Background: an optimization exercise with open tools, aiming at small area. Do not read the settings as production practice. The RTL was checked by simulation tests, not by an equivalence proof against the original design. Power is estimated from default activity; no workload was simulated.

== run A ==
// motion_ctrl_top
module motion_ctrl_top (
    input  logic                           sys_clk,
    input  logic                           rst_n,
    input  logic                           bus_wr,
    input  logic                           bus_rd,
    input  logic [16-1:0]      bus_addr,
    input  logic [32-1:0]      bus_wdata,
    output logic [32-1:0]      bus_rdata,
    output logic                           rd_valid,
    input  logic [32-1:0]      gpio_in,
    output logic [32-1:0]      gpio_out,
    input  logic [2-1:0] motor_estop,
    output logic [2-1:0] motor_enable,
    output logic [2-1:0] motor_dir,
    output logic [2-1:0] motor_pulse,
    output logic [2-1:0] motor_irq
);
    localparam int NM = 2;
    logic [7:0] blk;
    logic [3:0] idx;
    logic       hit_go, hit_gi;
    logic [NM-1:0] hit_m;
    logic       idx0, idx1, idx2, idx3;
    assign blk    = bus_addr[15:8];
    assign idx    = bus_addr[3:0];
    assign hit_go = (blk == 8'h00);
    assign hit_gi = (blk == 8'h01);
    for (genvar m = 0; m < NM; m++) begin : g_hit
        assign hit_m[m] = (blk == 8'(8'h10 + m));
    end
    assign idx0 = (idx == 4'd0);
    assign idx1 = (idx == 4'd1);
    assign idx2 = (idx == 4'd2);
    assign idx3 = (idx == 4'd3);
    logic [16-1:0] wdata_r;
    assign wdata_r = bus_wdata[16-1:0] & {16{rst_n}};
    gpio_out_group u_gpio_out (
        .sys_clk   (sys_clk),
        .rst_n     (rst_n),
        .wr_direct (bus_wr & hit_go & idx0),
        .wr_set    (bus_wr & hit_go & idx1),
        .wr_clr    (bus_wr & hit_go & idx2),
        .wdata     (bus_wdata[32-1:0]),
        .gpio_out  (gpio_out)
    );
    logic [32-1:0] gi_mode, gi_sampled;
    gpio_in_group u_gpio_in (
        .sys_clk (sys_clk),
        .rst_n   (rst_n),
        .wr_mode (bus_wr & hit_gi & idx0),
        .wdata   (bus_wdata[32-1:0]),
        .gpio_in (gpio_in),
        .mode    (gi_mode),
        .sampled (gi_sampled)
    );
    logic [NM-1:0][16-1:0] m_hp;
    logic [NM-1:0][16-1:0]   m_sc;
    logic [NM-1:0][2:0]                  m_status;
    for (genvar m = 0; m < NM; m++) begin : g_motor
        step_pulse_gen u_motor (
            .sys_clk      (sys_clk),
            .rst_n        (rst_n),
  ...
export LEC_CHECK = 0
export CAP_MARGIN = 20
export CORE_MARGIN = 2
export CORE_UTILIZATION = 40
export SLEW_MARGIN = 20
create_clock -name core_clock -period 5.0 [get_ports {sys_clk}]
standard.sh (not shown) runs the stock make flow with config.mk's settings and CLKGATE_MAP_FILE= SYNTH_SCRIPT=/design/flow/synth_recipe.tcl, a recipe that flattens the netlist after the stock synthesis.
==> flow/flow/run.sh <==
#!/bin/bash
# The standard layout (standard.sh, unchanged synthesis), with the
# smallest buffer on the ports and a clock tree of a few large clusters
# without dummy loads.
set -euo pipefail
export BUFFER_PORTS_ARGS="-buffer_cell sky130_fd_sc_hd__buf_1"
export CTS_ARGS="-sink_clustering_enable -repair_clock_nets -dont_use_dummy_load -sink_clustering_size 24 -sink_clustering_max_diameter 80"
bash standard.sh finish > standard_flow.log 2>&1
Run A: all stages complete, timing, DRC and antenna checks passed
Setup changes, run A to run B
==> flow/flow/run.sh <==
#!/bin/bash
# The standard layout (standard.sh) with an area-oriented ABC script in
# synthesis, the smallest buffer on the ports and a clock tree of a few
# large clusters without dummy loads.
set -euo pipefail
here=$(pwd)
export MY_ABC_SCRIPT="$here/flow/abc_area.script"
export BUFFER_PORTS_ARGS="-buffer_cell sky130_fd_sc_hd__buf_1"
export CTS_ARGS="-sink_clustering_enable -repair_clock_nets -dont_use_dummy_load -sink_clustering_size 16 -sink_clustering_max_diameter 60 -buf_list sky130_fd_sc_hd__clkbuf_8"
bash standard.sh SYNTH_SCRIPT="$here/flow/synth.tcl" finish > standard_flow.log 2>&1
==> flow/flow/abc_area.script (new file) <==
strash
&get -n
&st
&syn2
&dch -f
&nf -R 1000 -F 8 -A 8 -C 32 -p
&put
==> flow/flow/synth.tcl (new file) <==
# synth_recipe.tcl with an area-oriented ABC script for the logic mapping;
# flip-flop mapping, flattening and renaming as in the standard synthesis.
proc synth {args} { yosys synth -nofsm -noshare {*}$args }
proc abc {args} {
  set i [lsearch -exact $args -script]
  if {$i >= 0} {
    set args [lreplace $args $i [expr {$i + 1}] -script $::env(MY_ABC_SCRIPT)]
  }
  yosys abc {*}$args
}
source $::env(SCRIPTS_DIR)/synth.tcl
# left out here: clear keep_hierarchy, flatten, clean up, hide names made inside functions, write 1_2_yosys.v
[summary]
Every run (run A and run B) finished clean. Clock insertion delay at the later pin of the skew report was higher in the run labelled run B. On run B: number of combinational gates with multiple inputs is 5.8% lower than what run A gave. Total of plain and repair buffers excluding clock buffers (run B vs. run A) decreases by a few percent. Number of tap instances: run A and run B compared, higher one is run A. From run A to run B the numbers moved as follows: number of stages on the worst setup path increased 4; cell count after placement went down about 4%; time the final worst path needs with I/O delays and setup shows a reduction of 0.23 ns; clock-net power went down by about 10%. Going from run A to run B, cell depth of the worst flop-to-flop path grows by 3.
## Diff of input files: run C against run B
Settings: putting CTS_BUF_LIST at sky130_fd_sc_hd__clkbuf_4 where nothing was set; swapping 40 for 60 in CORE_UTILIZATION.
==> flow/run.sh (new file) <==
#!/bin/bash
# synth_recipe.tcl (not shown) runs the flow's synth.tcl, then flattens the netlist and writes it again
# the make line also repeats each setting of config.mk as NAME=value (left out here)
make -C /OpenROAD-flow-scripts/flow DESIGN_CONFIG=/design/flow/config.mk WORK_HOME=/design/flow/orfs CLKGATE_MAP_FILE= SYNTH_SCRIPT=/design/flow/synth_recipe.tcl finish
removed: flow/flow/run.sh
removed: flow/flow/abc_area.script
removed: flow/flow/synth.tcl
removed: flow/standard.sh
Notes after the runs:
Every run (run C and run B) finished clean. Total power: run C above run B. Total of clock buffers placed in the layout was lower in the run labelled run B. Cell count: run C higher than run B.
Relative to run C, the following input files were edited for run D:
Settings: CORE_UTILIZATION now 40, was 60; CTS_BUF_LIST no longer set, was sky130_fd_sc_hd__clkbuf_4.
==> flow/flow/run.sh (new file) <==
#!/bin/bash
# The standard layout (standard.sh) with an area-oriented ABC script in
# synthesis, the smallest buffer on the ports and a clock tree of a few
# large clusters without dummy loads.
set -euo pipefail
here=$(pwd)
export MY_ABC_SCRIPT="$here/flow/abc_area.script"
export BUFFER_PORTS_ARGS="-buffer_cell sky130_fd_sc_hd__buf_1"
export CTS_ARGS="-sink_clustering_enable -repair_clock_nets -dont_use_dummy_load -sink_clustering_size 16 -sink_clustering_max_diameter 60 -buf_list sky130_fd_sc_hd__clkbuf_8"
bash standard.sh SYNTH_SCRIPT="$here/flow/synth.tcl" finish > standard_flow.log 2>&1
==> flow/flow/abc_area.script (new file) <==
strash
&get -n
&st
&syn2
&dch -f
&nf -a
&put
==> flow/flow/synth.tcl (new file) <==
# synth_recipe.tcl with an area-oriented ABC script for the logic mapping;
# flip-flop mapping, flattening and renaming as in the standard synthesis.
proc synth {args} { yosys synth -nofsm -noshare {*}$args }
proc abc {args} {
  set i [lsearch -exact $args -script]
  if {$i >= 0} {
    set args [lreplace $args $i [expr {$i + 1}] -script $::env(MY_ABC_SCRIPT)]
  }
  yosys abc {*}$args
}
source $::env(SCRIPTS_DIR)/synth.tcl
# left out here: clear keep_hierarchy, flatten, clean up, hide names made inside functions, write 1_2_yosys.v
==> flow/standard.sh (new file) <==
#!/bin/bash
# synth_recipe.tcl (not shown) runs the flow's synth.tcl, then flattens the netlist and writes it again
# the make line also repeats each setting of config.mk as NAME=value (left out here)
make -C /OpenROAD-flow-scripts/flow DESIGN_CONFIG=/design/flow/config.mk WORK_HOME=/design/flow/orfs CLKGATE_MAP_FILE= SYNTH_SCRIPT=/design/flow/synth_recipe.tcl "${@:-finish}"
removed: flow/run.sh
Findings:
Run D finished every step from synthesis to the final layout, and the layout passed the timing, design-rule and antenna checks. Measured against each other, run C and run D differ in number of buffer and inverter instances along the worst setup path, the higher figure coming from run C. Relative to run C, the number of filler cells placed in the layout measured on run D has increased by more than half. Run D vs run C — via-per-instance ratio dropped about 3%. Looking at initial antenna violation count, run D sits 1 above run C. Relative to run C, power share of the combinational group has gone down in run D. Worst slack after detailed placement: run D worse than run C. Where post-route minimum period is concerned, run C is better than run D.
> inputs changed (run D -> run E)
==> flow/run.sh (new file) <==
#!/bin/bash
# synth_recipe.tcl (not shown) runs the flow's synth.tcl, then flattens the netlist and writes it again
# the make line also repeats each setting of config.mk as NAME=value (left out here)
make -C /OpenROAD-flow-scripts/flow DESIGN_CONFIG=/design/flow/config.mk WORK_HOME=/design/flow/orfs CLKGATE_MAP_FILE= SYNTH_SCRIPT=/design/flow/synth_recipe.tcl finish
removed: flow/flow/run.sh
removed: flow/flow/abc_area.script
removed: flow/flow/synth.tcl
removed: flow/standard.sh
[summary]
The lower total standard cell area after synthesis came out of run D.
Run E completed end to end with timing, DRC and antenna clean.
Measured against run E, the power in combinational cells of run D comes out at 0.71 times the reference value.
Time the worst path needs with I/O delays and setup (lower): run E
Run comparison: run E worst-path cell with the longest stage delay sky130_fd_sc_hd__and3_1; run D worst-path cell with the longest stage delay sky130_fd_sc_hd__nor4_1
Run E gives less share of cell area taken by flip-flops and latches than run D did.
Relative to run D, layout overhead on the synthesized area increased by 11 points in run E.
| multi-input gate share of total cell area | run E vs run D | 1.5 points lower |
Summary: with run D as the reference, net count after synthesis in run E moved up by a little under 10%.
The die area in run E was higher than what run D gave.

[what the ideal ports hide]
The flow's constraints put no driver on any port. The routed layouts listed below were extracted and timed again, unchanged, in two steps.
Step 1: set_driving_cell puts a clkbuf_16 on sys_clk and a buf_2 on each other input, an assumption about the parent block.
Step 2 moves the port delays by t, midway between the first and last clock arrival at a register: inputs arrive t later, outputs are due t later. That takes back most of the time a late clock gives input paths.
a / b / c = no drivers / after step 1 / after step 2; a / b = the first two.
run	t, ns	setup WS [ns]	worst slew at a driven data input, ns
run A	0.551	1.771 / 1.770 / 1.219	0.07
run B	0.605	1.999 / 1.999 / 1.569	0.05
run C	0.734	1.894 / 1.915 / 1.181	0.05
run D	0.608	1.098 / 1.098 / 1.098	0.07
run E	0.561	1.736 / 1.770 / 1.209	0.06
After both steps setup and hold are still met in every run listed. The setup slack of run C, which loses most, moves by +0.021 ns with the drivers and by -0.713 ns with both steps.
